This design comes from an exercise in tuning for small area and a short achievable clock period on the open sky130 flow, not from production work. At most, simulation tests tie the RTL to the original design; equivalence was not proved. For run 1, only the layout was checked, not whether the RTL still works. Power and IR drop assume default switching activity.

===== flow/run.sh =====
#!/bin/bash
# synth_recipe.tcl (not shown) runs the flow's synth.tcl, then flattens the netlist and writes it again
# the make line also repeats each setting of config.mk as NAME=value (left out here)
make -C /OpenROAD-flow-scripts/flow DESIGN_CONFIG=/design/flow/config.mk WORK_HOME=/design/flow/orfs CLKGATE_MAP_FILE= SYNTH_SCRIPT=/design/flow/synth_recipe.tcl finish

===== flow/config.mk =====
export PLATFORM = sky130hd
export DESIGN_NAME = fpAddConstTop
export DESIGN_NICKNAME = fpAddConstTop
export VERILOG_FILES = /design/flow/design.v
export SDC_FILE = /design/flow/constraint.sdc
export NUM_CORES = 4
export LEC_CHECK = 0
export CAP_MARGIN = 20
export CORE_MARGIN = 2
export CORE_UTILIZATION = 40
export SETUP_SLACK_MARGIN = 2.5
export SLEW_MARGIN = 20

===== flow/design.v =====
`default_nettype none
package fpAddPkg;
    parameter int FpWidth = 32;
    parameter int ExpWidth = 8;
    parameter int ManWidth = 23;
    parameter int SigWidth = ManWidth + 1;
    parameter int LzcWidth = 5;
    typedef logic [FpWidth-1:0] fpWordT;
    typedef logic [ExpWidth-1:0] expT;
    typedef logic [ManWidth-1:0] manT;
    typedef logic [SigWidth-1:0] sigT;
    typedef logic [LzcWidth-1:0] lzcT;
    parameter fpWordT FpOne = 32'h3f80_0000;
    parameter fpWordT FpMinusOne = 32'hbf80_0000;
    parameter int PipeDepth = 6;
endpackage
`default_nettype wire
`timescale 1ns/1ps
`default_nettype none
module prefixOr #(
    parameter int W = 8
) (
    input  logic [W-1:0] x_i,
    output logic [W-1:0] y_o
);
    localparam int L = $clog2(W);
    logic [L:0][W-1:0] p;
    assign p[0] = x_i;
    for (genvar l = 0; l < L; l++) begin : gLvl
        for (genvar i = 0; i < W; i++) begin : gBit
            if ((i >> l) & 1) begin : gOp
                assign p[l+1][i] = p[l][i] | p[l][((i >> l) << l) - 1];
            end else begin : gPass
                assign p[l+1][i] = p[l][i];
            end
        end
    end
    assign y_o = p[L];
endmodule
module prefixAnd #(
    parameter int W = 8
) (
    input  logic [W-1:0] x_i,
    output logic [W-1:0] y_o
);
    logic [W-1:0] yn;
    prefixOr #(.W(W)) i_prefixOr (.x_i(~x_i), .y_o(yn));
    assign y_o = ~yn;
endmodule
module normShift #(
    parameter int W = 24
) (
    input  logic [W-1:0] x_i,
    output logic [W-1:0] y_o,
    output logic [$clog2(W)-1:0] count_o
);
    localparam int L = $clog2(W);
    logic [L:0][W-1:0] s;
    assign s[0] = x_i;
    for (genvar l = 0; l < L; l++) begin : gStage
        localparam int Sh = 1 << (L - 1 - l);
        assign count_o[L-1-l] = ~(|s[l][W-1 -: Sh]);
        assign s[l+1] = count_o[L-1-l] ? (s[l] << Sh) : s[l];
    end
    assign y_o = s[L];
endmodule
`default_nettype wire
`default_nettype none
module lzc32 (
    input  logic [31:0] x_i,
    output logic [4:0]  count_o
);
    logic [15:0]      z1;
    logic [15:0][0:0] c1;
    logic [7:0]       z2;
    logic [7:0][1:0]  c2;
    logic [3:0]       z3;
    logic [3:0][2:0]  c3;
    logic [1:0]       z4;
    logic [1:0][3:0]  c4;
    for (genvar g = 0; g < 16; g++) begin : gL1
        assign z1[g] = ~x_i[2*g+1] & ~x_i[2*g];
        assign c1[g] = ~x_i[2*g+1];
    end
    for (genvar g = 0; g < 8; g++) begin : gL2
        assign z2[g] = z1[2*g+1] & z1[2*g];
        assign c2[g] = z1[2*g+1] ? {1'b1, c1[2*g]} : {1'b0, c1[2*g+1]};
    end
    for (genvar g = 0; g < 4; g++) begin : gL3
        assign z3[g] = z2[2*g+1] & z2[2*g];
        assign c3[g] = z2[2*g+1] ? {1'b1, c2[2*g]} : {1'b0, c2[2*g+1]};
    end
    for (genvar g = 0; g < 2; g++) begin : gL4
        assign z4[g] = z3[2*g+1] & z3[2*g];
        assign c4[g] = z3[2*g+1] ? {1'b1, c3[2*g]} : {1'b0, c3[2*g+1]};
    end
    assign count_o = z4[1] ? {1'b1, c4[0]} : {1'b0, c4[1]};
endmodule
`default_nettype wire
`timescale 1ns/1ps
`default_nettype none
module fpAddConstTop #(
    parameter int NumLanes = 2,
    parameter logic [NumLanes*32-1:0] LaneConsts = {32'hbf80_0000, 32'h3f80_0000}
) (
    input  logic                   clk_i,
    input  logic                   rstn_i,
    input  logic                   valid_i,
    input  logic [31:0]            a_i,
    output logic [NumLanes-1:0][31:0] result_o,
    output logic                   done_o
);
    logic vld1, vld2, seen2;
    always_ff @(posedge clk_i or negedge rstn_i) begin
        if (!rstn_i) begin
            vld1 <= 1'b0;
            vld2 <= 1'b0;
            done_o <= 1'b0;
            seen2 <= 1'b0;
        end else begin
            vld1 <= valid_i;
            vld2 <= vld1;
            done_o <= vld2;
            if (vld1) seen2 <= 1'b1;
        end
    end
    logic [31:0] aQ;
    always_ff @(posedge clk_i) begin
        if (valid_i) aQ <= a_i;
    end
    logic        s;
    logic [7:0]  e;
    logic [22:0] m;
    assign s = aQ[31];
    assign e = aQ[30:23];
    assign m = aQ[22:0];
    logic eH, e127, eTiny;
    assign eH = e[7];
    assign e127 = (e == 8'd127);
    assign eTiny = ~e[7] & ~(e[6] & e[5] & (e[4] | e[3]));
    logic        hiIn;
    logic [22:0] hiMask;
    assign hiIn = eH & (e[6:0] <= 7'd22);
    always_comb begin
        for (int i = 0; i < 23; i++) begin
            hiMask[i] = hiIn & (e[4:0] >= 5'(22 - i));
        end
    end
    logic [22:0] cyRun, bwRun;
    prefixAnd #(.W(23)) i_cyRun (.x_i(m | ~hiMask), .y_o(cyRun));
    prefixAnd #(.W(23)) i_bwRun (.x_i(~m | ~hiMask), .y_o(bwRun));
    logic        cyOut, bwOut;
    logic [22:0] inc, dec;
    assign cyOut = hiMask[22] & cyRun[22];
    assign bwOut = hiMask[22] & bwRun[22];
    assign inc = m ^ (hiMask & {cyRun[21:0], 1'b1});
    assign dec = m ^ (hiMask & {bwRun[21:0], 1'b1});
    logic [7:0] eRun1, ePlus;
    prefixAnd #(.W(8)) i_eRun1 (.x_i(e), .y_o(eRun1));
    assign ePlus = e ^ {eRun1[6:0], 1'b1};
    logic [23:0] x24;
    assign x24 = eTiny ? 24'd0 : ({1'b1, m} >> (~e[4:0]));
    logic [22:0] xRun;
    logic [22:0] negX;
    prefixOr #(.W(23)) i_xRun (.x_i(x24[22:0]), .y_o(xRun));
    assign negX = x24[22:0] ^ {xRun[21:0], 1'b0};
    logic [7:0]  addExp;
    logic [22:0] addMan;
    always_comb begin
        if (eH) begin
            addExp = cyOut ? ePlus : e;
            addMan = cyOut ? {1'b0, inc[22:1]} : inc;
        end else if (e127) begin
            addExp = 8'd128;
            addMan = {1'b0, m[22:1]};
        end else begin
            addExp = 8'd127;
            addMan = x24[22:0];
        end
    end
    logic [23:0] subSig;
    always_comb begin
        if (eH) begin
            subSig = {~bwOut, dec};
        end else if (e127) begin
            subSig = {1'b0, m};
        end else begin
            subSig = {eTiny, negX};
        end
    end
    logic        sQ, hiQ, bigQ, zeroQ;
    logic [7:0]  eQ;
    logic [30:0] addQ;
    logic [23:0] subQ;
    always_ff @(posedge clk_i) begin
        sQ <= s;
        hiQ <= eH;
        bigQ <= eH | (e127 & (|m));
        zeroQ <= e127 & ~(|m);
        eQ <= e;
        addQ <= {addExp, addMan};
        subQ <= subSig;
    end
    logic [4:0] lz;
    lzc32 i_lzc32 (.x_i({subQ, 8'hff}), .count_o(lz));
    logic [23:0] subNorm;
    assign subNorm = subQ << lz;
    logic [7:0] eRun0, eMinus;
    prefixAnd #(.W(8)) i_eRun0 (.x_i(~eQ), .y_o(eRun0));
    assign eMinus = eQ ^ {eRun0[6:0], 1'b1};
    logic [7:0] subExp;
    assign subExp = hiQ ? (lz[0] ? eMinus : eQ) : {3'b011, ~lz};
    logic [30:0] subW;
    assign subW = {subExp, subNorm[22:0]};
    logic add0, sub0, add1, sub1;
    assign add0 = seen2 & ~sQ;
    assign sub0 = seen2 & sQ & ~zeroQ;
    assign add1 = seen2 & sQ;
    assign sub1 = seen2 & ~sQ & ~zeroQ;
    logic [63:0] resD;
    assign resD[31] = sub0 & bigQ;
    assign resD[30:0] = ({31{add0}} & addQ) | ({31{sub0}} & subW);
    assign resD[63] = add1 | (sub1 & ~bigQ);
    assign resD[62:32] = ({31{add1}} & addQ) | ({31{sub1}} & subW);
    always_ff @(posedge clk_i or negedge rstn_i) begin
        if (!rstn_i) begin
            result_o <= '0;
        end else begin
            result_o <= resD;
        end
    end
endmodule
`default_nettype wire

===== flow/constraint.sdc =====
create_clock -name core_clock -period 5.0 [get_ports {clk_i}]
set_input_delay 1.0000 -clock core_clock [delete_from_list [all_inputs] [get_ports {clk_i}]]
set_output_delay 1.0000 -clock core_clock [all_outputs]
set_load 0.01 [all_outputs]

==> results of run 1 <==
==> critical path, cell delays in order, from the launching register on <==
cell and delay [ns]:
edfxtp_1 0.43, buf_12 0.17, clkinv_8 0.05, ha_4 0.16, or3_4 0.33, o211a_1 0.23
o21ai_2 0.16, o2111ai_2 0.21, or4b_4 0.65, or3_4 0.54, buf_4 0.19, nor2_4 0.11
a21oi_1 0.07, o21ai_2 0.07
==> layer usage <==
metal,track usage (%),vias up
li1,-,4896
met1,36.44,5281
met2,46.27,700
met3,4.845,194
met4,16.49,0
met5,0,-
==> final timing paths <==
| check | start | end | slack, ns | depth (start not counted) |
|---|---|---|---|---|
| max reg2reg | aQ[24]$_DFFE_PP_ | addQ[16]$_DFF_P_ | 1.53 | 13 |
| min | vld2$_DFF_PN0_ | done_o$_DFF_PN0_ | 0.35 | 0 |
| max | aQ[24]$_DFFE_PP_ | addQ[16]$_DFF_P_ | 1.53 | 13 |
| min in group asynchronous | rstn_i | done_o$_DFF_PN0_ | 0.71 | 2 |
| max in group asynchronous | rstn_i | result_o[44]$_DFF_PN0_ | 3.75 | 2 |
| min reg2reg | vld2$_DFF_PN0_ | done_o$_DFF_PN0_ | 0.35 | 0 |
==> cell families (layout without fill, tap and decap cells) <==
group / count (synthesis) / count (layout) / share of synthesized area [%]
adder cells (fa/ha/maj): 16 / 16 / 1.881
AO/OA/AOI/OAI: 376 / 379 / 23.20
buffers and inverters: 118 / 340 / 4.832
XOR/XNOR: 36 / 36 / 2.963
flip-flops: 166 / 166 / 37.43
multiplexers: 85 / 85 / 10.89
AND/OR/NAND/NOR: 408 / 411 / 18.81
==> cell usage in the layout, fill, tap and decap left out, drive strengths merged, types with 9 or more instances in the layout <==
cell type,netlist,routed
clkinv,1,9
mux2i,49,49
nand2,140,143
edfxtp,32,32
nor3,27,27
a31oi,11,11
a22o,25,25
nor2,112,112
xor2,9,9
o211ai,17,17
buf,30,178
mux4,23,23
o21ai,121,121
dfxtp,66,66
clkdlybuf4s50,0,98
clkbuf,59,20
inv,28,31
and2,9,9
ha,16,16
a22oi,15,15
nor2b,16,16
a21oi,75,75
nand2b,12,12
dfrtp,68,68
a211oi,14,14
o22a,11,11
mux2,13,13
xnor2,27,27
nand3,23,23
nor4,16,16
==> what timing repair did <==
action / 4_1_cts / 5_1_grt
setup endpoints to repair: 115 / 115
pin swaps: 76 / 35
gates resized for setup: 234 / 64
gates cloned: 8 / 4
setup buffers: 113 / 37
==> report_power, final <==
group          internal, W  total [W]  switching [W]  leakage (nW)
Sequential         0.00158    0.00180       0.000221          1.69
Combinational      0.00101    0.00206        0.00105          3.99
Clock             0.000698    0.00141       0.000710         0.306
==> per-stage QoR <==
step,instance area [um2],hold slack (ns),util (%)
6_report,15410,0.3525,59.14
5_1_grt,15410,0.3652,59.14
4_1_cts,14750,0.3556,56.60
3_5_place_dp,12080,0.3365,46.37
3_3_place_gp,12080,0.3281,46.37
2_1_floorplan,11020,0.3233,-
==> flip-flops by register name (all words and copies together) (netlist names), 7 cells and up <==
name,cells
aQ,32
result_o,64
addQ,31
subQ,24
eQ,7
==> cell type report <==
type,instances,area [um2],share of cell area [%]
multi-input cells,927,7497,48.64
clock inverters,15,216.5,1.404
inverters,29,136.4,0.8849
flip-flops and latches,166,3994,25.91
repair buffers,279,2724,17.67
well taps,335,419.2,2.720
clock buffers,17,425.4,2.760
==> impl_metrics.yaml, run 1 <==
pwr:
  p_per_area_nw_per_um2: 342.3
  ir_drop_v: 0.0002804
  power.leakage_nw: 5.986
  total_power_w: 0.005275
grt:
  grt_max_degree: 69
  grt_usage_pct: 28.66
  grt_pass1_wl_um: 62220
  gr-total-overflow: 0
  grt_pass1_vias: 10458
  grt_antenna_before_repair: 0
timing:
  post-route-min-period_ns: 3.465
  fin_tns_setup_ns: 0
  final.setup.worst_slack_ns: 1.535
  clock_skew_ns: 0.01544
  tightest_slew_ns: 0.8735
  fin_crit_sh_pct: 69.30
  setup-violations-final: 0
  maxSlewViolCount: 0
  relSlewSlack_pct: 41.55
  timing.fmax_ghz: 0.2886
  rsz0062_at_grt: "true"
  finalHoldViolations: 0
synth:
  synthFlopType: "dfrtp_1"
  ys_types: 94
  syn_inst: 1205
  synthesis.nets: 1256
  synth.largest_area_cell: "dfrtp_1"
  ys_ff_latch: 166
  yosysSeqAreaShare_pct: 37.43
  syn_area_um2: 10640
  synth.most_common_cell: "nand2_1"
  avgSynthCellArea_um2: 8.832
  ys_top_cells_by_area: "dfrtp_1 16%, dfxtp_1 12%, edfxtp_1 9.0%, o21ai_0 5.1%, mux4_2 4.9%"
  synth_top_area_share_pct: 15.99
  synth_commonest_cells: "138 x nand2_1, 109 x nor2_1, 109 x o21ai_0"
  ys_async_sr_fraction_pct: 40.96
  ys_warn_count: 1
  synth-edff-count: 32
drt:
  routed_wl_um: 41790
  initialDrtViolationCount: 1029
  top_layer: "met4"
  drtAntennaViolNets: 0
  route.vias.total: 11071
  wire_per_inst_um: 23.64
  drc: 0
  viasPerCell: 6.262
  met3_length_um: 3321
  drt_first_pass_iters: 6
  wl_met2_um: 19330
  wl_met1_um: 16290
final_layout:
  antenna_cells: 0
  stdcell_count: 1768
  fill_cells: 2193
  syn_to_final_growth_pct: 44.82
  nets: 1471
  drive_gt1_share_pct: 33.91
status:
  status: "complete, no violations"
floorplan:
  num_io_pins: 100
  initial_core_util_pct: 40.84
  fp-row-count: 59
  fp.dieW_um: 167.1
  core-area_um2: 26060
  dieHeight_um: 167.1
  die_area_um2: 27930
clock_tree:
  clk_pin_slew_ns: 0.08
  numCtsBuffers: 17
  cts-hold-fix-buffers: 0
  clock_path_buffers: 2
  cts_max_level: 4
  clock_sinks: 166
  cts_root_buf: "clkbuf_16"
  cts_tree: "done"
  clock_latency_ns: 0.45
worst_setup_path:
  crit_path_end_kind: "flip-flop"
  critical_path_class: "reg -> reg"
  setup.worst_path.start_class: "flip-flop"
  cp.arrival_ns: 3.84
  required_ns: 5.38
  cp_max_fo: 7
place:
  io_buffer_count: 99
  pre_cts_slack_ns: 0.9267
  gp_congestion: 0.9951
  placedCellCount: 1574
  hpwl_um: 27380
job:
  maxCapViolations: 0
hold_path:
  hold_class: "reg -> reg"
==> run 2, diff against run 1 <==
--- a/flow/design.v
+++ b/flow/design.v
@@ -23,7 +23,8 @@
     input  logic [W-1:0] x_i,
     output logic [W-1:0] y_o
 );
-    localparam int L = $clog2(W);
+    localparam int L = (W <= 2) ? 1 : (W <= 4) ? 2 : (W <= 8) ? 3 :
+                       (W <= 16) ? 4 : (W <= 32) ? 5 : 6;
     logic [L:0][W-1:0] p;
     assign p[0] = x_i;
     for (genvar l = 0; l < L; l++) begin : gLvl
@@ -46,23 +47,6 @@
     logic [W-1:0] yn;
     prefixOr #(.W(W)) i_prefixOr (.x_i(~x_i), .y_o(yn));
     assign y_o = ~yn;
-endmodule
-module normShift #(
-    parameter int W = 24
-) (
-    input  logic [W-1:0] x_i,
-    output logic [W-1:0] y_o,
-    output logic [$clog2(W)-1:0] count_o
-);
-    localparam int L = $clog2(W);
-    logic [L:0][W-1:0] s;
-    assign s[0] = x_i;
-    for (genvar l = 0; l < L; l++) begin : gStage
-        localparam int Sh = 1 << (L - 1 - l);
-        assign count_o[L-1-l] = ~(|s[l][W-1 -: Sh]);
-        assign s[l+1] = count_o[L-1-l] ? (s[l] << Sh) : s[l];
-    end
-    assign y_o = s[L];
 endmodule
 `default_nettype wire
 `default_nettype none
@@ -155,63 +139,57 @@
     assign bwOut = hiMask[22] & bwRun[22];
     assign inc = m ^ (hiMask & {cyRun[21:0], 1'b1});
     assign dec = m ^ (hiMask & {bwRun[21:0], 1'b1});
-    logic [7:0] eRun1, ePlus;
-    prefixAnd #(.W(8)) i_eRun1 (.x_i(e), .y_o(eRun1));
-    assign ePlus = e ^ {eRun1[6:0], 1'b1};
-    logic [23:0] x24;
-    assign x24 = eTiny ? 24'd0 : ({1'b1, m} >> (~e[4:0]));
-    logic [22:0] xRun;
-    logic [22:0] negX;
-    prefixOr #(.W(23)) i_xRun (.x_i(x24[22:0]), .y_o(xRun));
-    assign negX = x24[22:0] ^ {xRun[21:0], 1'b0};
-    logic [7:0]  addExp;
-    logic [22:0] addMan;
-    always_comb begin
-        if (eH) begin
-            addExp = cyOut ? ePlus : e;
-            addMan = cyOut ? {1'b0, inc[22:1]} : inc;
-        end else if (e127) begin
-            addExp = 8'd128;
-            addMan = {1'b0, m[22:1]};
-        end else begin
-            addExp = 8'd127;
-            addMan = x24[22:0];
-        end
-    end
-    logic [23:0] subSig;
-    always_comb begin
-        if (eH) begin
-            subSig = {~bwOut, dec};
-        end else if (e127) begin
-            subSig = {1'b0, m};
-        end else begin
-            subSig = {eTiny, negX};
-        end
-    end
-    logic        sQ, hiQ, bigQ, zeroQ;
+    logic [22:0] x23;
+    assign x23 = eTiny ? 23'd0 : 23'({1'b1, m} >> (~e[4:0]));
+    logic [21:0] yRun;
+    logic [22:0] w;
+    prefixOr #(.W(22)) i_yRun (.x_i(m[22:1]), .y_o(yRun));
+    assign w = e127 ? m : {~yRun[21], m[22:1] ^ {yRun[20:0], 1'b0}};
+    logic [4:0] wLz;
+    lzc32 i_lzc32 (.x_i({1'b0, w, 8'hff}), .count_o(wLz));
+    logic        sQ, hQ, nQ, tinyQ, zeroQ, bigQ, cyQ;
     logic [7:0]  eQ;
-    logic [30:0] addQ;
-    logic [23:0] subQ;
+    logic [22:0] addQ, subQ;
+    logic [4:0]  shQ;
     always_ff @(posedge clk_i) begin
         sQ <= s;
-        hiQ <= eH;
+        hQ <= eH;
+        nQ <= ~eH & (e[6:1] == 6'b111111);
+        tinyQ <= eTiny;
+        zeroQ <= e127 & ~(|m);
         bigQ <= eH | (e127 & (|m));
-        zeroQ <= e127 & ~(|m);
-        eQ <= e;
-        addQ <= {addExp, addMan};
-        subQ <= subSig;
-    end
-    logic [4:0] lz;
-    lzc32 i_lzc32 (.x_i({subQ, 8'hff}), .count_o(lz));
-    logic [23:0] subNorm;
-    assign subNorm = subQ << lz;
+        cyQ <= cyOut | e127;
+        eQ <= (eH | e127) ? e : 8'd127;
+        addQ <= (eH | e127) ? inc : x23;
+        subQ <= eH ? dec : w;
+        shQ <= eH ? {4'd0, bwOut} : wLz;
+    end
+    logic [7:0] eRun1, ePlus;
+    prefixAnd #(.W(8)) i_eRun1 (.x_i(eQ), .y_o(eRun1));
+    assign ePlus = eQ ^ {eRun1[6:0], 1'b1};
+    logic [30:0] addW;
+    assign addW = cyQ ? {ePlus, 1'b0, addQ[22:1]} : {eQ, addQ};
+    logic [22:0] subNorm;
+    assign subNorm = subQ << shQ;
+    logic [21:0] xRun;
+    logic [22:0] negL;
+    prefixOr #(.W(22)) i_xRun (.x_i(addQ[21:0]), .y_o(xRun));
+    assign negL = {addQ[21:0] ^ {xRun[20:0], 1'b0}, 1'b0};
     logic [7:0] eRun0, eMinus;
     prefixAnd #(.W(8)) i_eRun0 (.x_i(~eQ), .y_o(eRun0));
     assign eMinus = eQ ^ {eRun0[6:0], 1'b1};
-    logic [7:0] subExp;
-    assign subExp = hiQ ? (lz[0] ? eMinus : eQ) : {3'b011, ~lz};
     logic [30:0] subW;
-    assign subW = {subExp, subNorm[22:0]};
+    always_comb begin
+        if (hQ) begin
+            subW = {shQ[0] ? eMinus : eQ, subNorm};
+        end else if (nQ) begin
+            subW = {3'b011, ~shQ, subNorm};
+        end else if (tinyQ) begin
+            subW = {8'd127, 23'd0};
+        end else begin
+            subW = {8'd126, negL};
+        end
+    end
     logic add0, sub0, add1, sub1;
     assign add0 = seen2 & ~sQ;
     assign sub0 = seen2 & sQ & ~zeroQ;
@@ -219,9 +197,9 @@
     assign sub1 = seen2 & ~sQ & ~zeroQ;
     logic [63:0] resD;
     assign resD[31] = sub0 & bigQ;
-    assign resD[30:0] = ({31{add0}} & addQ) | ({31{sub0}} & subW);
+    assign resD[30:0] = ({31{add0}} & addW) | ({31{sub0}} & subW);
     assign resD[63] = add1 | (sub1 & ~bigQ);
-    assign resD[62:32] = ({31{add1}} & addQ) | ({31{sub1}} & subW);
+    assign resD[62:32] = ({31{add1}} & addW) | ({31{sub1}} & subW);
     always_ff @(posedge clk_i or negedge rstn_i) begin
         if (!rstn_i) begin
             result_o <= '0;
==> impl_metrics.yaml, run 2 <==
pwr:
  power.leakage_nw: 5.624
  p_per_area_nw_per_um2: 305.1
  total_power_w: 0.004614
  ir_drop_v: 0.0001927
grt:
  gr-total-overflow: 0
  grt_antenna_before_repair: 1
  grt_max_degree: 69
  grt_usage_pct: 28.60
  grt_pass1_vias: 10684
  grt_pass1_wl_um: 63690
synth:
  ys_top_cells_by_area: "dfrtp_1 15%, dfxtp_1 12%, edfxtp_1 8.5%, mux2i_1 5.8%, mux4_2 4.4%"
  syn_area_um2: 11310
  synthFlopType: "dfrtp_1"
  synthesis.nets: 1353
  synth-edff-count: 32
  synth.largest_area_cell: "dfrtp_1"
  ys_async_sr_fraction_pct: 40.96
  ys_ff_latch: 166
  syn_inst: 1300
  ys_warn_count: 1
  synth_commonest_cells: "98 x nand2_1, 93 x clkbuf_1, 83 x nor2_1"
  yosysSeqAreaShare_pct: 35.22
  synth.most_common_cell: "nand2_1"
  synth_top_area_share_pct: 15.04
  avgSynthCellArea_um2: 8.701
  ys_types: 82
drt:
  initialDrtViolationCount: 1353
  route.vias.total: 11490
  wl_met1_um: 17080
  drc: 0
  routed_wl_um: 42170
  wire_per_inst_um: 22.93
  drt_first_pass_iters: 5
  met3_length_um: 3589
  viasPerCell: 6.248
  wl_met2_um: 19230
  top_layer: "met5"
  drtAntennaViolNets: 0
floorplan:
  fp.dieW_um: 172.2
  dieHeight_um: 172.2
  die_area_um2: 29640
  core-area_um2: 27780
  fp-row-count: 61
  num_io_pins: 100
  initial_core_util_pct: 40.71
timing:
  timing.fmax_ghz: 0.3583
  tightest_slew_ns: 0.8072
  fin_tns_setup_ns: 0
  relSlewSlack_pct: 45.62
  setup-violations-final: 0
  fin_crit_sh_pct: 55.82
  finalHoldViolations: 0
  clock_skew_ns: 0.01632
  post-route-min-period_ns: 2.791
  maxSlewViolCount: 0
  final.setup.worst_slack_ns: 2.209
  rsz0062_at_grt: "true"
worst_setup_path:
  critical_path_class: "reg -> reg"
  r2r_slack_ns: 2.21
  setup.worst_path.start_class: "flip-flop"
  crit_path_end_kind: "flip-flop"
  cp_slowest_cell: "or4_1"
  r2r_cells: 10
  endpoint: "subQ[22]$_DFF_P_"
  max_stage_delay_ns: 0.47
  cp_max_fo: 4
  cp_num_cells: 10
  regToRegEndpoint: "subQ[22]$_DFF_P_"
  cp_cell_sequence: "buf_4 > buf_4 > buf_4 > a21oi_4 > nor2_2 > ha_2 > a311o_2 > or3_4 > or4_1 > a31oi_1"
  r2r_start: "aQ[26]$_DFFE_PP_"
  crit_buf_inv: 3
  required_ns: 5.36
  cp.arrival_ns: 3.15
  cpMostUsedCell: "buf_4"
  critPathTopFamily: "simple AND/OR/NAND/NOR gates"
  startpoint: "aQ[26]$_DFFE_PP_"
clock_tree:
  clock_latency_ns: 0.45
  cts-hold-fix-buffers: 0
  cts_tree: "done"
  numCtsBuffers: 17
  cts_root_buf: "clkbuf_16"
  clk_pin_slew_ns: 0.08
  clock_path_buffers: 2
  cts_max_level: 4
  clock_sinks: 166
status:
  status: "complete, no violations"
final_layout:
  regMostFlops: "result_o"
  largest_register_ffs: 64
  final_cell_mix: "124 x buf_4, 97 x clkdlybuf4s50_1, 95 x nand2_1"
  stdcell_count: 1839
  nets: 1501
  top_regs: "result_o x64, aQ x32"
  mostFrequentLayoutCell: "buf_4"
  syn_to_final_growth_pct: 33.71
  antenna_cells: 0
  drive_gt1_share_pct: 25.80
place:
  gp_congestion: 0.9984
  placedCellCount: 1688
  hpwl_um: 29130
  pre_cts_slack_ns: 1.417
  io_buffer_count: 99
hold_path:
  hold_class: "reg -> reg"
job:
  maxCapViolations: 0
run 2: cell types whose count changed after synthesis, sizes merged, moves of 17 or more:
cell    delta
o21ai     -43
nor2      -29
inv       +17
a22o      -18
o22ai     +70
nand2     -42
clkbuf    +34
run 2: cell type report:
type                       instances  area [um2]
multi-input combinational        967        7585
sequential                       166        4000
tap                              378       473.0
clock buffer                      18       439.2
clock inverter                    14       175.2
inverter                          46       180.2
fill                            2539       12660
timing repair buffer             250        2271
run 2: worst min-delay path by stage:
stage	cells past startpoint	slack, ns	from	endpoint
4_1_cts	0	0.35	aQ[31]$_DFFE_PP_	sQ$_DFF_P_
3_3_place_gp	0	0.33	aQ[31]$_DFFE_PP_	sQ$_DFF_P_
5_1_grt	0	0.36	aQ[31]$_DFFE_PP_	sQ$_DFF_P_
6_report	0	0.35	aQ[31]$_DFFE_PP_	sQ$_DFF_P_
3_5_place_dp	0	0.33	aQ[31]$_DFFE_PP_	sQ$_DFF_P_
2_1_floorplan	0	0.32	aQ[31]$_DFFE_PP_	sQ$_DFF_P_
run 2: where the power goes:
part           switching (W)  total [W]  internal, W
combinational       0.000860    0.00157     0.000709
clock               0.000632    0.00136     0.000731
sequential          0.000140    0.00168      0.00154
run 2: per-stage QoR:
| stage | hold WS (ns) | area (um2) | util, % |
|---|---|---|---|
| after floorplan | 0.3233 | 11440 | - |
| after global placement | 0.3279 | 12630 | 45.46 |
| after detailed placement | 0.3337 | 12630 | 45.46 |
| after CTS | 0.3509 | 14590 | 52.50 |
| after global routing | 0.3588 | 15120 | 54.44 |
| final | 0.3500 | 15120 | 54.44 |
run 2: metal layers:
metal / global-route usage [%] / up-vias
li1: - / 5191
met1: 38.08 / 5479
met2: 45.42 / 673
met3: 4.211 / 145
met4: 14.43 / 2
met5: 0 / -
run 2: logic make-up (layout without fill, tap and decap cells):
group           after synthesis  after routing  synth area share (%)
fa+ha+maj                    18             18                 1.991
compound gates              393            393                 22.87
buf+inv                     168            328                 5.741
simple gates                396            397                 18.16
flops                       166            166                 35.22
mux                         101            101                 11.53
xor+xnor                     58             58                 4.491
run 2: timing repair:
action / in CTS / in global routing
cloned: 1 / 0
buffers inserted: 97 / 20
endpoints found under the setup margin: 86 / 72
pin swaps: 42 / 38
gates resized for setup: 122 / 74
==> run 3, diff against run 2 <==
--- a/flow/design.v
+++ b/flow/design.v
@@ -94,40 +94,46 @@
     output logic [NumLanes-1:0][31:0] result_o,
     output logic                   done_o
 );
-    logic vld1, vld2, seen2;
+    logic vld1, vld2, seen1;
     always_ff @(posedge clk_i or negedge rstn_i) begin
         if (!rstn_i) begin
             vld1 <= 1'b0;
             vld2 <= 1'b0;
             done_o <= 1'b0;
-            seen2 <= 1'b0;
+            seen1 <= 1'b0;
         end else begin
             vld1 <= valid_i;
             vld2 <= vld1;
             done_o <= vld2;
-            if (vld1) seen2 <= 1'b1;
-        end
-    end
-    logic [31:0] aQ;
-    always_ff @(posedge clk_i) begin
-        if (valid_i) aQ <= a_i;
-    end
-    logic        s;
-    logic [7:0]  e;
-    logic [22:0] m;
-    assign s = aQ[31];
-    assign e = aQ[30:23];
-    assign m = aQ[22:0];
-    logic eH, e127, eTiny;
-    assign eH = e[7];
-    assign e127 = (e == 8'd127);
-    assign eTiny = ~e[7] & ~(e[6] & e[5] & (e[4] | e[3]));
-    logic        hiIn;
-    logic [22:0] hiMask;
-    assign hiIn = eH & (e[6:0] <= 7'd22);
+            if (valid_i) seen1 <= 1'b1;
+        end
+    end
+    logic [7:0] eIn;
+    assign eIn = a_i[30:23];
+    logic        eHIn, e127In, eTinyIn, eNIn;
+    logic [22:0] hiMaskIn;
+    assign eHIn = eIn[7];
+    assign e127In = (eIn == 8'd127);
+    assign eTinyIn = ~eIn[7] & ~(eIn[6] & eIn[5] & (eIn[4] | eIn[3]));
+    assign eNIn = ~eIn[7] & (eIn[6:1] == 6'b111111);
     always_comb begin
         for (int i = 0; i < 23; i++) begin
-            hiMask[i] = hiIn & (e[4:0] >= 5'(22 - i));
+            hiMaskIn[i] = eIn[7] & (eIn[6:0] <= 7'd22) & (eIn[4:0] >= 5'(22 - i));
+        end
+    end
+    logic        s, eH, e127, eTiny, eN;
+    logic [7:0]  e;
+    logic [22:0] m, hiMask;
+    always_ff @(posedge clk_i) begin
+        if (valid_i) begin
+            s <= a_i[31];
+            e <= eIn;
+            m <= a_i[22:0];
+            eH <= eHIn;
+            e127 <= e127In;
+            eTiny <= eTinyIn;
+            eN <= eNIn;
+            hiMask <= hiMaskIn;
         end
     end
     logic [22:0] cyRun, bwRun;
@@ -147,22 +153,29 @@
     assign w = e127 ? m : {~yRun[21], m[22:1] ^ {yRun[20:0], 1'b0}};
     logic [4:0] wLz;
     lzc32 i_lzc32 (.x_i({1'b0, w, 8'hff}), .count_o(wLz));
-    logic        sQ, hQ, nQ, tinyQ, zeroQ, bigQ, cyQ;
+    logic zero, big;
+    assign zero = e127 & ~(|m);
+    assign big = eH | (e127 & ~zero);
+    logic [1:0] laneAdd, laneSub;
+    assign laneAdd = {seen1 & s, seen1 & ~s};
+    assign laneSub = {seen1 & ~s & ~zero, seen1 & s & ~zero};
+    logic        cyQ, hQ;
     logic [7:0]  eQ;
     logic [22:0] addQ, subQ;
     logic [4:0]  shQ;
+    logic [1:0]  selAddQ, selNormQ, selLowQ, selTinyQ, signQ;
     always_ff @(posedge clk_i) begin
-        sQ <= s;
         hQ <= eH;
-        nQ <= ~eH & (e[6:1] == 6'b111111);
-        tinyQ <= eTiny;
-        zeroQ <= e127 & ~(|m);
-        bigQ <= eH | (e127 & (|m));
         cyQ <= cyOut | e127;
         eQ <= (eH | e127) ? e : 8'd127;
         addQ <= (eH | e127) ? inc : x23;
         subQ <= eH ? dec : w;
         shQ <= eH ? {4'd0, bwOut} : wLz;
+        selAddQ <= laneAdd;
+        selNormQ <= laneSub & {2{eH | eN}};
+        selLowQ <= laneSub & {2{~eH & ~eN & ~eTiny}};
+        selTinyQ <= laneSub & {2{eTiny}};
+        signQ <= {laneAdd[1] | (laneSub[1] & ~big), laneSub[0] & big};
     end
     logic [7:0] eRun1, ePlus;
     prefixAnd #(.W(8)) i_eRun1 (.x_i(eQ), .y_o(eRun1));
@@ -171,35 +184,23 @@
     assign addW = cyQ ? {ePlus, 1'b0, addQ[22:1]} : {eQ, addQ};
     logic [22:0] subNorm;
     assign subNorm = subQ << shQ;
-    logic [21:0] xRun;
-    logic [22:0] negL;
-    prefixOr #(.W(22)) i_xRun (.x_i(addQ[21:0]), .y_o(xRun));
-    assign negL = {addQ[21:0] ^ {xRun[20:0], 1'b0}, 1'b0};
     logic [7:0] eRun0, eMinus;
     prefixAnd #(.W(8)) i_eRun0 (.x_i(~eQ), .y_o(eRun0));
     assign eMinus = eQ ^ {eRun0[6:0], 1'b1};
-    logic [30:0] subW;
-    always_comb begin
-        if (hQ) begin
-            subW = {shQ[0] ? eMinus : eQ, subNorm};
-        end else if (nQ) begin
-            subW = {3'b011, ~shQ, subNorm};
-        end else if (tinyQ) begin
-            subW = {8'd127, 23'd0};
-        end else begin
-            subW = {8'd126, negL};
-        end
-    end
-    logic add0, sub0, add1, sub1;
-    assign add0 = seen2 & ~sQ;
-    assign sub0 = seen2 & sQ & ~zeroQ;
-    assign add1 = seen2 & sQ;
-    assign sub1 = seen2 & ~sQ & ~zeroQ;
+    logic [30:0] normW;
+    assign normW = {hQ ? (shQ[0] ? eMinus : eQ) : {3'b011, ~shQ}, subNorm};
+    logic [21:0] xRun;
+    logic [30:0] lowW;
+    prefixOr #(.W(22)) i_xRun (.x_i(addQ[21:0]), .y_o(xRun));
+    assign lowW = {8'd126, addQ[21:0] ^ {xRun[20:0], 1'b0}, 1'b0};
     logic [63:0] resD;
-    assign resD[31] = sub0 & bigQ;
-    assign resD[30:0] = ({31{add0}} & addW) | ({31{sub0}} & subW);
-    assign resD[63] = add1 | (sub1 & ~bigQ);
-    assign resD[62:32] = ({31{add1}} & addW) | ({31{sub1}} & subW);
+    for (genvar g = 0; g < 2; g++) begin : gLane
+        assign resD[32*g+31] = signQ[g];
+        assign resD[32*g +: 31] = ({31{selAddQ[g]}} & addW)
+                                | ({31{selNormQ[g]}} & normW)
+                                | ({31{selLowQ[g]}} & lowW)
+                                | ({31{selTinyQ[g]}} & {8'd127, 23'd0});
+    end
     always_ff @(posedge clk_i or negedge rstn_i) begin
         if (!rstn_i) begin
             result_o <= '0;
==> impl_metrics.yaml, run 3 <==
drt:
  routed_wl_um: 37550
  initialDrtViolationCount: 1224
  wire_per_inst_um: 21.06
  route.vias.total: 10618
  viasPerCell: 5.955
  drc: 0
  drt_first_pass_iters: 6
  drtAntennaViolNets: 0
worst_setup_path:
  cpMostUsedCell: "or4_4"
  required_ns: 5.31
  cp_slowest_cell: "or4_4"
  crit_path_end_kind: "flip-flop"
  cp_max_fo: 4
  r2r_cells: 6
  setup.worst_path.start_class: "flip-flop"
  critical_path_class: "reg -> reg"
  cp.arrival_ns: 2.96
  max_stage_delay_ns: 0.59
  cp_cell_sequence: "or4_4 > or3_4 > or4_4 > a211o_4 > o221ai_2 > o41ai_2"
final_layout:
  antenna_cells: 0
  postLayoutCoreUtil_pct: 49.05
  stdcell_count: 1783
  regMostFlops: "result_o"
  nets: 1431
  final_cell_mix: "135 x nand2_1, 95 x clkdlybuf4s50_1, 92 x nor2_1"
  largest_register_ffs: 64
  drive_gt1_share_pct: 17.30
  mostFrequentLayoutCell: "nand2_1"
  syn_to_final_growth_pct: 21.02
  final_area_um2: 14540
grt:
  grt_usage_pct: 23.75
  grt_max_degree: 69
  grt_pass1_vias: 9783
  gr-total-overflow: 0
  grt_pass1_wl_um: 57210
  grt_antenna_before_repair: 0
synth:
  avgSynthCellArea_um2: 9.262
  synth_commonest_cells: "136 x nand2_1, 95 x nor2_1, 82 x clkbuf_1"
  synth.most_common_cell: "nand2_1"
  synth_fa_ha_area_share_pct: 1.750
  syn_inst: 1297
  synth_mux_area_share_pct: 11.84
  synth_top_family_by_area: "compound AO/OA/AOI/OAI gates"
  synth_top_area_share_pct: 14.50
  synthSimpleGateAreaFrac_pct: 17.01
  ys_ff_latch: 197
  synthesis.nets: 1348
  ys_types: 75
  yosysSeqAreaShare_pct: 40.50
  ys_top_cells_by_area: "edfxtp_1 14%, dfrtp_1 14%, dfxtp_1 12%, mux4_2 5.4%, nand2_1 4.2%"
  synth_xor_area_share_pct: 4.302
  synth_compound_area_share_pct: 19.23
  ys_warn_count: 1
  synth-edff-count: 58
  syn_area_um2: 12010
  ys_async_sr_fraction_pct: 34.52
  synth.largest_area_cell: "edfxtp_1"
  synthFlopType: "dfxtp_1"
place:
  placed_area_um2: 13210
  gp_congestion: 0.9386
  placedCellCount: 1695
  hpwl_um: 26630
  io_buffer_count: 99
clock_tree:
  clock_path_buffers: 2
  numCtsBuffers: 17
  cts_tree: "done"
  cts_root_buf: "clkbuf_16"
  clock_latency_ns: 0.46
  cts_max_level: 4
  clk_pin_slew_ns: 0.07
  clock_sinks: 197
  cts-hold-fix-buffers: 0
floorplan:
  core-area_um2: 29640
  initial_core_util_pct: 40.53
  fp-row-count: 63
  fp.dieW_um: 177.3
  num_io_pins: 100
  dieHeight_um: 177.3
  die_area_um2: 31430
timing:
  fin_crit_sh_pct: 52.88
  clock_skew_ns: 0.02231
  hold_ws_ns: 0.3281
  finalHoldViolations: 0
  post-route-min-period_ns: 2.644
  fin_tns_setup_ns: 0
  rsz0062_at_grt: "true"
  timing.fmax_ghz: 0.3782
  setup-violations-final: 0
  relSlewSlack_pct: 33.07
  tightest_slew_ns: 1.003
  maxSlewViolCount: 0
status:
  status: "complete, no violations"
hold_path:
  whs_path_depth: 0
  hold_class: "reg -> reg"
pwr:
  ir_drop_v: 0.0001868
  power.leakage_nw: 5.598
  p_per_area_nw_per_um2: 337.9
job:
  maxCapViolations: 0
## run 3: path summary, 6_finish.rpt
| check | startpoint | to | slack (ns) |
|---|---|---|---|
| hold reg to reg | signQ[1]$_DFF_P_ | result_o[63]$_DFF_PN0_ | 0.33 |
| setup / recovery | m[5]$_DFFE_PP_ | shQ[1]$_SDFF_PP0_ | 2.36 |
| min in group asynchronous | rstn_i | result_o[28]$_DFF_PN0_ | 0.73 |
| setup reg to reg | m[5]$_DFFE_PP_ | shQ[1]$_SDFF_PP0_ | 2.36 |
| hold / removal | signQ[1]$_DFF_P_ | result_o[63]$_DFF_PN0_ | 0.33 |
| max in group asynchronous | rstn_i | result_o[3]$_DFF_PN0_ | 3.74 |
## run 3: area by class of cell
class | instances | area [um2]
timing repair buffer | 169 | 1519
inverter | 61 | 232.7
clock inverter | 11 | 128.9
multi-input combinational | 934 | 6833
clock buffer | 21 | 460.4
tap | 390 | 488.0
sequential | 197 | 4876
fill | 2829 | 15100
## run 3: per-stage QoR
stage	setup WS [ns]	total power, W
2_1_floorplan	2.438	0.002876
3_3_place_gp	1.943	0.003424
3_5_place_dp	1.931	0.003432
4_1_cts	2.450	0.004896
5_1_grt	2.345	0.005140
6_report	2.356	0.004913
## run 3: cells by family after synthesis
logic type	count (synthesis)
xor+xnor	59
flops	197
simple gates	415
fa+ha+maj	17
mux	102
buf+inv	166
compound gates	341
## run 3: report_power, final
| part | leakage (nW) | switching [W] | internal, W |
|---|---|---|---|
| Clock | 0.292 | 0.000661 | 0.000736 |
| Sequential | 1.98 | 0.000199 | 0.00186 |
| Combinational | 3.33 | 0.000764 | 0.000690 |
| Total | 5.60 | 0.00162 | 0.00329 |
## run 3: per-layer routing
layer / wire [um] / vias up / track usage, %
li1: - / 4936 / -
met1: 16710 / 5099 / 33.16
met2: 17300 / 519 / 37.50
met3: 2474 / 64 / 3.299
met4: 1070 / 0 / 8.846
met5: 0 / - / 0
## run 3: worst max-delay path: cells and delay by family, from the launching register on
kind,cells,cell delay (ns)
compound gates,3,0.67
simple gates,3,1.41
flops,1,0.44
## run 3: timing repair
action / 4_1_cts / 5_1_grt
gates resized for setup: 43 / 24
pin swaps: 13 / 15
setup endpoints to repair: 77 / 45
setup buffers: 47 / 9
==> run 4, diff against run 3 <==
--- a/flow/config.mk
+++ b/flow/config.mk
@@ -5,6 +5,7 @@
 export SDC_FILE = /design/flow/constraint.sdc
 export NUM_CORES = 4
 export LEC_CHECK = 0
+export ABC_AREA = 1
 export CAP_MARGIN = 20
 export CORE_MARGIN = 2
 export CORE_UTILIZATION = 40
==> impl_metrics.yaml, run 4 <==
final_layout:
  syn_to_final_growth_pct: 19.62
  final_cell_mix: "479 x nand2_1, 161 x o21ai_0, 135 x inv_1"
  drive_gt1_share_pct: 10.76
  antenna_cells: 0
  nets: 1776
  mostFrequentLayoutCell: "nand2_1"
  largest_register_ffs: 64
  postLayoutCoreUtil_pct: 48.24
  stdcell_count: 2128
  regMostFlops: "result_o"
  fill_cells: 2962
drt:
  initialDrtViolationCount: 1131
  routed_wl_um: 40310
  drt_first_pass_iters: 8
  drtAntennaViolNets: 0
  viasPerCell: 5.461
  drc: 0
  wire_per_inst_um: 18.94
  route.vias.total: 11620
timing:
  post-route-min-period_ns: 2.431
  fin_tns_setup_ns: 0
  rsz0062_at_grt: "true"
  setup-violations-final: 0
  clock_skew_ns: 0.01244
  relSlewSlack_pct: 40.97
  fin_crit_sh_pct: 48.63
  timing.fmax_ghz: 0.4113
  tightest_slew_ns: 0.8845
  finalHoldViolations: 0
  maxSlewViolCount: 0
  final.setup.worst_slack_ns: 2.569
pwr:
  power.leakage_nw: 6.224
  total_power_w: 0.004793
  p_per_area_nw_per_um2: 337.1
  ir_drop_v: 0.0002084
worst_setup_path:
  cp_max_fo: 5
  required_ns: 5.34
  crit_path_end_kind: "flip-flop"
  r2r_cells: 13
  cp.arrival_ns: 2.77
  setup.worst_path.start_class: "flip-flop"
  critical_path_class: "reg -> reg"
place:
  pre_cts_slack_ns: 1.807
  hpwl_um: 30860
  placedCellCount: 2043
  gp_congestion: 0.9806
  io_buffer_count: 99
synth:
  synthFlopType: "dfxtp_1"
  ys_ff_latch: 197
  ys_async_sr_fraction_pct: 34.52
  avgSynthCellArea_um2: 7.307
  synth_top_area_share_pct: 15.22
  synth-edff-count: 58
  synth_commonest_cells: "482 x nand2_1, 166 x o21ai_0, 143 x inv_1"
  ys_types: 66
  syn_area_um2: 11890
  ys_warn_count: 1
  ys_top_cells_by_area: "nand2_1 15%, edfxtp_1 15%, dfrtp_1 14%, dfxtp_1 12%, o21ai_0 7.0%"
  yosysSeqAreaShare_pct: 40.92
  synthesis.nets: 1678
  synth.largest_area_cell: "nand2_1"
  synth.most_common_cell: "nand2_1"
  syn_inst: 1627
clock_tree:
  cts_root_buf: "clkbuf_16"
  numCtsBuffers: 17
  clock_path_buffers: 2
  clock_sinks: 197
  cts-hold-fix-buffers: 0
  clk_pin_slew_ns: 0.08
  clock_latency_ns: 0.45
  cts_tree: "done"
  cts_max_level: 4
floorplan:
  num_io_pins: 100
  fp.dieW_um: 176.4
  core-area_um2: 29480
  fp-row-count: 63
  dieHeight_um: 176.4
  die_area_um2: 31120
  initial_core_util_pct: 40.33
grt:
  grt_pass1_wl_um: 60900
  gr-total-overflow: 0
  grt_antenna_before_repair: 0
  grt_pass1_vias: 10752
  grt_max_degree: 69
  grt_usage_pct: 25.69
status:
  status: "complete, no violations"
job:
  maxCapViolations: 0
hold_path:
  whs_path_depth: 0
  hold_class: "reg -> reg"
[run 4: through the flow]
step	instance area (um2)	hold slack, ns
3_3_place_gp	13060	0.3176
2_1_floorplan	11890	0.3163
6_report	14220	0.3304
4_1_cts	13820	0.3304
3_5_place_dp	13060	0.3195
5_1_grt	14220	0.3378
[run 4: logic make-up after synthesis]
logic type               after synthesis  synth area share, %
XOR/XNOR                              31                2.284
multiplexers                          18                1.621
AO/OA/AOI/OAI                        330                16.18
adder cells (fa/ha/maj)               16                1.684
AND/OR/NAND/NOR                      800                29.30
buffers and inverters                235                8.019
flip-flops                           197                40.92
[run 4: area by class of cell]
class | count | area [um2] | area share, %
clock buffers | 18 | 429.2 | 3.018
inverters | 150 | 593.1 | 4.170
flip-flops and latches | 197 | 4871 | 34.25
multi-input cells | 1196 | 6201 | 43.60
clock inverters | 14 | 163.9 | 1.153
repair inverters | 3 | 15.01 | 0.1056
well taps | 390 | 488.0 | 3.431
repair buffers | 160 | 1460 | 10.27
[run 4: power by group]
| group | switching (W) | internal [W] |
|---|---|---|
| combinational | 0.000843 | 0.000538 |
| sequential | 0.000175 | 0.00186 |
| clock | 0.000704 | 0.000673 |
[run 4: worst paths after layout]
kind | slack (ns) | from | to
max | 2.57 | m[2]$_DFFE_PP_ | shQ[0]$_DFF_P_
min | 0.33 | signQ[0]$_DFF_P_ | result_o[31]$_DFF_PN0_
max reg2reg | 2.57 | m[2]$_DFFE_PP_ | shQ[0]$_DFF_P_
min reg2reg | 0.33 | signQ[0]$_DFF_P_ | result_o[31]$_DFF_PN0_
max in group asynchronous | 3.73 | rstn_i | result_o[16]$_DFF_PN0_
min in group asynchronous | 0.74 | rstn_i | result_o[57]$_DFF_PN0_
[run 4: what timing repair did]
action / 4_1_cts / 5_1_grt
cloned: 2 / 2
buffers inserted: 16 / 33
pin swaps: 3 / 17
resized for setup: 9 / 42
endpoints found under the setup margin: 56 / 58
[run 4: per-layer routing]
metal / wire length, um / GRT usage (%)
met1: 17350 / 33.76
met2: 19040 / 42.70
met3: 2342 / 3.273
met4: 1575 / 10.85
met5: 0 / 0
[run 4: worst max-delay path, cell delays in order (launching register included)]
cell	delay, ns
edfxtp_1	0.41
inv_1	0.15
ha_2	0.24
ha_1	0.23
o21ai_0	0.24
inv_1	0.09
o21ai_0	0.40
nand4_1	0.15
nand3_1	0.12
nand3_1	0.08
nand2_1	0.08
inv_2	0.04
nand2_1	0.05
nand2_1	0.05
==> run 5, diff against run 4 <==
==> flow/flow/run.sh (new file) <==
#!/bin/bash
# The standard layout, with plain buffers (sky130_fd_sc_hd__buf_1) on the
# ports instead of ORFS's default port buffer cell. Every input and output
# port still gets its own buffer.
set -euo pipefail
export BUFFER_PORTS_ARGS="-buffer_cell sky130_fd_sc_hd__buf_1"
bash standard.sh finish > standard_flow.log 2>&1
==> flow/standard.sh (new file) <==
#!/bin/bash
# synth_recipe.tcl (not shown) runs the flow's synth.tcl, then flattens the netlist and writes it again
# the make line also repeats each setting of config.mk as NAME=value (left out here)
make -C /OpenROAD-flow-scripts/flow DESIGN_CONFIG=/design/flow/config.mk WORK_HOME=/design/flow/orfs CLKGATE_MAP_FILE= SYNTH_SCRIPT=/design/flow/synth_recipe.tcl "${@:-finish}"
removed: flow/run.sh
==> impl_metrics.yaml, run 5 <==
clock_tree:
  cts_tree: "done"
  cts_max_level: 4
  clock_latency_ns: 0.45
  clock_path_buffers: 2
  numCtsBuffers: 17
  clk_pin_slew_ns: 0.08
  cts-hold-fix-buffers: 0
  clock_sinks: 197
  cts_root_buf: "clkbuf_16"
drt:
  drt_first_pass_iters: 6
  viasPerCell: 5.475
  initialDrtViolationCount: 1119
  wire_per_inst_um: 18.88
  drtAntennaViolNets: 0
  routed_wl_um: 40200
  drc: 0
  route.vias.total: 11656
hold_path:
  hold_class: "reg -> reg"
worst_setup_path:
  setup.worst_path.start_class: "flip-flop"
  required_ns: 5.29
  cp.arrival_ns: 2.77
  cp_max_fo: 30
  critical_path_class: "reg -> reg"
  crit_path_end_kind: "flip-flop"
timing:
  fin_crit_sh_pct: 49.73
  finalHoldViolations: 0
  timing.fmax_ghz: 0.4022
  clock_skew_ns: 0.01892
  tightest_slew_ns: 0.8346
  relSlewSlack_pct: 44.28
  post-route-min-period_ns: 2.486
  rsz0062_at_grt: "true"
  setup-violations-final: 0
  fin_tns_setup_ns: 0
  maxSlewViolCount: 0
final_layout:
  largest_register_ffs: 64
  register_area_um2: 4868
  syn_to_final_growth_pct: 14.57
  drive_gt1_share_pct: 10.47
  fill_cells: 3029
  multi_input_area_um2: 6192
  final_cell_mix: "481 x nand2_1, 161 x o21ai_0, 137 x inv_1"
  mostFrequentLayoutCell: "nand2_1"
  antenna_cells: 0
  nets: 1777
  regMostFlops: "result_o"
synth:
  synthFlopType: "dfxtp_1"
  synthSimpleGateAreaFrac_pct: 29.30
  ys_ff_latch: 197
  synthesis.nets: 1678
  syn_area_um2: 11890
  ys_warn_count: 1
  synth_mux_area_share_pct: 1.621
  synth_top_area_share_pct: 15.22
  ys_top_cells_by_area: "nand2_1 15%, edfxtp_1 15%, dfrtp_1 14%, dfxtp_1 12%, o21ai_0 7.0%"
  synth-edff-count: 58
  synth_xor_area_share_pct: 2.284
  synth.most_common_cell: "nand2_1"
  avgSynthCellArea_um2: 7.307
  synth.largest_area_cell: "nand2_1"
  yosysSeqAreaShare_pct: 40.92
  synth_fa_ha_area_share_pct: 1.684
  ys_async_sr_fraction_pct: 34.52
  synth_commonest_cells: "482 x nand2_1, 166 x o21ai_0, 143 x inv_1"
  ys_types: 66
  synth_compound_area_share_pct: 16.18
  synth_top_family_by_area: "simple AND/OR/NAND/NOR gates"
  syn_inst: 1627
place:
  hpwl_um: 30710
  gp_congestion: 0.9465
  io_buffer_count: 99
grt:
  grt_pass1_wl_um: 60720
  gr-total-overflow: 0
  grt_pass1_vias: 10413
  grtUsageMet3_pct: 3.165
  use_met1_pct: 34.26
  grt_antenna_before_repair: 0
  grt_max_degree: 69
  grt.met2_usage_pct: 41.67
  grt_usage_pct: 25.68
  grt_busiest_layer: "met2"
floorplan:
  initial_core_util_pct: 40.33
  die_area_um2: 31120
  num_io_pins: 100
  fp-row-count: 63
  dieHeight_um: 176.4
  core-area_um2: 29480
  fp.dieW_um: 176.4
pwr:
  p_per_area_nw_per_um2: 343.8
  power.leakage_nw: 5.982
  total_power_w: 0.004683
  ir_drop_v: 0.0002495
job:
  maxCapViolations: 0
status:
  status: "complete, no violations"
-- run 5: changes by cell type in the layout (fill, tap and decap cells not counted), sizes merged --
cell | before | now
buf | 63 | 162
clkbuf | 18 | 20
clkdlybuf4s50 | 95 | 0
clkinv | 9 | 4
clkinvlp | 11 | 7
dlymetal6s2s | 2 | 0
inv | 147 | 153
-- run 5: logic make-up after synthesis --
| group | Yosys count |
|---|---|
| muxes | 18 |
| DFF | 197 |
| adders and majority gates | 16 |
| buffers and inverters | 235 |
| AOI/OAI and AO/OA | 330 |
| and+or+nand+nor | 800 |
| xor gates and xnor gates | 31 |
-- run 5: repair_timing --
| action | 4_1_cts | 5_1_grt |
|---|---|---|
| cloned | 2 | 0 |
| pin swaps | 3 | 19 |
| resized for setup | 5 | 43 |
| endpoints found under the setup margin | 28 | 61 |
| hold endpoints to repair | 0 | 0 |
| setup buffers | 10 | 40 |
-- run 5: path summary, 6_finish.rpt --
path,from,endpoint,slack [ns],cells after the start
worst min register to register,signQ[0]$_DFF_P_,result_o[31]$_DFF_PN0_,0.33,0
max in group asynchronous,rstn_i,result_o[9]$_DFF_PN0_,3.72,2
min in group asynchronous,rstn_i,result_o[26]$_DFF_PN0_,0.75,2
worst min-delay path,signQ[0]$_DFF_P_,result_o[31]$_DFF_PN0_,0.33,0
worst max register to register,eH$_DFFE_PP_,addQ[13]$_DFF_P_,2.51,10
worst max-delay path,eH$_DFFE_PP_,addQ[13]$_DFF_P_,2.51,10
-- run 5: critical path, cell delays in order, from the launching register on --
cell and delay (ns):
edfxtp_1 0.37, buf_4 0.26, nor2_4 0.20, clkinvlp_4 0.11, nor2_2 0.18, inv_1 0.18, nor2_4 0.24, clkinvlp_4 0.19
a21oi_1 0.16, o21ai_0 0.17, o21ai_0 0.26
-- run 5: power by group --
| part | leakage, nW | internal, W | switching, W |
|---|---|---|---|
| sequential | 1.98 | 0.00186 | 0.000166 |
| combinational | 3.71 | 0.000403 | 0.000856 |
| clock | 0.297 | 0.000706 | 0.000691 |
-- run 5: layer usage --
layer	part of all wire [%]	vias to the layer above	routed length [um]
li1	-	5634	-
met1	43	5360	17270
met4	4.8	0	1931
met3	6.5	114	2599
met2	46	548	18400
met5	0	-	0
-- run 5: cell type report --
type                            instances  area share (%)
Inverter                              150           4.317
Timing Repair inverter                  1         0.03674
Clock buffer                           19           3.335
Multi-Input combinational cell       1196           45.46
Sequential cell                       197           35.74
Tap cell                              390           3.583
Clock inverter                         13           1.112
Timing Repair Buffer                  163           6.412
-- run 5: metrics by stage --
step                      setup slack (ns)  std cells  instance area, um2  util, %  hold WS, ns
after global routing                 2.409       2129               13620    46.20       0.3388
after detailed placement             1.856       2045               12470    42.28       0.3202
final                                2.514       2129               13620    46.20       0.3309
after global placement               1.725       2045               12470    42.28       0.3190
after CTS                            2.452       2089               13170    44.68       0.3313
after floorplan                      2.822       1627               11890        -       0.3163
==> run 6, diff against run 5 <==
--- a/flow/design.v
+++ b/flow/design.v
@@ -111,19 +111,16 @@
     logic [7:0] eIn;
     assign eIn = a_i[30:23];
     logic        eHIn, e127In, eTinyIn, eNIn;
-    logic [22:0] hiMaskIn;
     assign eHIn = eIn[7];
     assign e127In = (eIn == 8'd127);
     assign eTinyIn = ~eIn[7] & ~(eIn[6] & eIn[5] & (eIn[4] | eIn[3]));
     assign eNIn = ~eIn[7] & (eIn[6:1] == 6'b111111);
-    always_comb begin
-        for (int i = 0; i < 23; i++) begin
-            hiMaskIn[i] = eIn[7] & (eIn[6:0] <= 7'd22) & (eIn[4:0] >= 5'(22 - i));
-        end
-    end
+    logic hiInIn;
+    assign hiInIn = eIn[7] & (eIn[6:0] <= 7'd22);
     logic        s, eH, e127, eTiny, eN;
     logic [7:0]  e;
     logic [22:0] m, hiMask;
+    logic        hiIn;
     always_ff @(posedge clk_i) begin
         if (valid_i) begin
             s <= a_i[31];
@@ -133,7 +130,12 @@
             e127 <= e127In;
             eTiny <= eTinyIn;
             eN <= eNIn;
-            hiMask <= hiMaskIn;
+            hiIn <= hiInIn;
+        end
+    end
+    always_comb begin
+        for (int i = 0; i < 23; i++) begin
+            hiMask[i] = hiIn & (e[4:0] >= 5'(22 - i));
         end
     end
     logic [22:0] cyRun, bwRun;
--- a/flow/config.mk
+++ b/flow/config.mk
@@ -8,6 +8,6 @@
 export ABC_AREA = 1
 export CAP_MARGIN = 20
 export CORE_MARGIN = 2
-export CORE_UTILIZATION = 40
+export CORE_UTILIZATION = 65
 export SETUP_SLACK_MARGIN = 2.5
 export SLEW_MARGIN = 20
==> impl_metrics.yaml, run 6 <==
status:
  status: "complete, no violations"
timing:
  fin_tns_setup_ns: 0
  finalHoldViolations: 0
  tightest_slew_ns: 0.9843
  post-route-min-period_ns: 2.513
  setup-violations-final: 0
  clock_skew_ns: 0.01575
  rsz0062_at_grt: "true"
  fin_crit_sh_pct: 50.25
  relSlewSlack_pct: 34.38
  maxSlewViolCount: 0
  timing.fmax_ghz: 0.3980
worst_setup_path:
  setup.worst_path.start_class: "flip-flop"
  critical_path_class: "reg -> reg"
  cp.arrival_ns: 2.82
  required_ns: 5.31
  cp_max_fo: 9
  crit_path_end_kind: "flip-flop"
clock_tree:
  clock_path_buffers: 2
  cts-hold-fix-buffers: 0
  clk_pin_slew_ns: 0.08
  cts_max_level: 4
  cts_tree: "done"
  cts_root_buf: "clkbuf_16"
  numCtsBuffers: 17
  clock_sinks: 175
  clock_latency_ns: 0.44
floorplan:
  num_io_pins: 100
  dieHeight_um: 136.8
  core-area_um2: 17300
  fp-row-count: 48
  initial_core_util_pct: 66.31
  die_area_um2: 18720
  fp.dieW_um: 136.8
synth:
  ys_top_cells_by_area: "nand2_1 18%, dfrtp_1 15%, dfxtp_1 12%, edfxtp_1 9.4%, o21ai_0 6.2%"
  avgSynthCellArea_um2: 6.823
  ys_async_sr_fraction_pct: 38.86
  syn_inst: 1681
  synth_top_area_share_pct: 18.16
  synth.most_common_cell: "nand2_1"
  ys_types: 60
  synthFlopType: "dfxtp_1"
  synth_commonest_cells: "555 x nand2_1, 152 x inv_1, 143 x o21ai_0"
  synthesis.nets: 1734
  syn_area_um2: 11470
  yosysSeqAreaShare_pct: 36.65
  synth-edff-count: 36
  ys_ff_latch: 175
  synth.largest_area_cell: "nand2_1"
  ys_warn_count: 1
final_layout:
  syn_to_final_growth_pct: 14.93
  final_cell_mix: "550 x nand2_1, 142 x inv_1, 133 x o21ai_0"
  regMostFlops: "result_o"
  mostFrequentLayoutCell: "nand2_1"
  fill_cells: 1296
  nets: 1849
  drive_gt1_share_pct: 13.49
  final_area_um2: 13180
  largest_register_ffs: 64
pwr:
  ir_drop_v: 0.0002730
  p_per_area_nw_per_um2: 353.2
  power.leakage_nw: 6.106
grt:
  gr-total-overflow: 0
  grt_pass1_vias: 11021
  grt_usage_pct: 41.73
  grt_max_degree: 69
  grt_antenna_before_repair: 0
  grt_pass1_wl_um: 59240
place:
  hpwl_um: 27810
  io_buffer_count: 99
  placed_area_um2: 11850
  gp_congestion: 1.039
hold_path:
  hold_class: "reg -> reg"
drt:
  drt_first_pass_iters: 6
  viasPerCell: 6.188
  initialDrtViolationCount: 1797
  route.vias.total: 12592
  wire_per_inst_um: 19.28
  drc: 0
  routed_wl_um: 39230
  drtAntennaViolNets: 0
job:
  maxCapViolations: 0
-- run 6: final timing paths --
kind                                  startpoint                endpoint  slack, ns  cells after the start
min in group asynchronous                 rstn_i  result_o[24]$_DFF_PN0_       0.75                      2
worst min register to register  signQ[0]$_DFF_P_  result_o[31]$_DFF_PN0_       0.33                      0
max in group asynchronous                 rstn_i  result_o[49]$_DFF_PN0_       3.70                      2
worst max register to register    e[1]$_DFFE_PP_        addQ[22]$_DFF_P_       2.49                     15
worst min-delay path            signQ[0]$_DFF_P_  result_o[31]$_DFF_PN0_       0.33                      0
worst max-delay path              e[1]$_DFFE_PP_        addQ[22]$_DFF_P_       2.49                     15
-- run 6: report_power, final --
group          switching [W]  leakage, nW  internal [W]
registers           0.000148         1.77       0.00165
clock network       0.000622        0.298      0.000772
logic               0.000996         4.04      0.000463
total                0.00177         6.11       0.00289
-- run 6: logic make-up (layout without fill, tap and decap cells) --
group	count (synthesis)	after routing	share of synthesized area, %
other	0	1	0
buffers and inverters	257	385	9.032
and+or+nand+nor	899	899	33.99
DFF	175	175	36.65
xor gates and xnor gates	28	28	2.138
adders and majority gates	18	18	1.964
muxes	8	8	0.6982
AOI/OAI and AO/OA	296	296	15.52
-- run 6: stage by stage --
| stage | util [%] | setup slack, ns | instances | power, W | hold WS (ns) |
|---|---|---|---|---|---|
| 3_5_place_dp | 68.51 | 1.913 | 1936 | 0.003117 | 0.3202 |
| 2_1_floorplan | - | 2.550 | 1681 | 0.002692 | 0.3163 |
| 6_report | 76.22 | 2.487 | 2035 | 0.004656 | 0.3253 |
| 4_1_cts | 73.63 | 2.502 | 1998 | 0.004526 | 0.3263 |
| 3_3_place_gp | 68.51 | 1.959 | 1936 | 0.003088 | 0.3186 |
| 5_1_grt | 76.20 | 2.366 | 2034 | 0.004867 | 0.3249 |
-- run 6: final cells by class --
cell class	instances	area [um2]	share of cell area, %
Tap cell	225	281.5	2.136
Multi-Input combinational cell	1249	6396	48.52
Clock buffer	19	442.9	3.360
Inverter	174	685.7	5.201
Antenna cell	1	2.502	0.01898
Timing Repair Buffer	177	988.4	7.498
Clock inverter	13	170.2	1.291
Timing Repair inverter	2	10.01	0.07593
Sequential cell	175	4205	31.90
-- run 6: metal layers --
layer	track usage [%]	up-vias	share of wire, %
li1	-	5747	-
met1	52.92	5578	36
met2	66.47	1021	45
met3	7.481	246	12
met4	25.09	0	7.5
met5	0	-	0
-- run 6: timing repair --
item,4_1_cts,5_1_grt
setup endpoints to repair,63,50
setup buffers,29,35
pin swaps,4,20
resized for setup,22,54
cloned,1,1
-- run 6: critical path, stage by stage (launching register included) --
cell and delay, ns:
edfxtp_1 0.50, buf_4 0.21, nand2_2 0.15, clkinv_1 0.14
o21ai_2 0.23, o21ai_1 0.14, nor2_4 0.18, nand2_4 0.11
inv_4 0.10, nand2_4 0.08, inv_4 0.11, nand3_2 0.08
nand2_1 0.06, inv_1 0.03, o21ai_1 0.14, nand2_1 0.10

static timing again, ports no longer ideal:
The results above use ideal ports. As a check the final layouts listed here were re-extracted and re-timed, cells and wires unchanged.
Step 1 assumes that a clkbuf_16 drives the clock port and a buf_2 every other input.
Step 2 also shifts input and output timing later by t, the mid clock arrival at the registers, as if the neighbouring blocks saw the same clock.
a / b / c = no drivers / after step 1 / after step 2; a / b = the first two.
run	t, ns	slack for setup (ns)	worst hold slack (ns)	worst setup path at the end
run 1	0.494	1.535 / 1.535 / 1.535	0.353 / 0.353 / 0.353	register to register
run 2	0.486	2.209 / 2.209 / 2.209	0.350 / 0.350 / 0.350	register to register
run 3	0.494	2.356 / 2.356 / 2.068	0.328 / 0.328 / 0.328	input to register
run 4	0.497	2.569 / 2.568 / 2.226	0.330 / 0.330 / 0.330	input to register
run 5	0.489	2.514 / 2.514 / 2.305	0.331 / 0.331 / 0.331	input to register
run 6	0.483	2.487 / 2.487 / 2.487	0.325 / 0.325 / 0.325	register to register
After both steps every run listed still meets setup and hold. The setup slack of run 4, which loses most, moves by -0.001 ns with the drivers and by -0.343 ns with both steps.
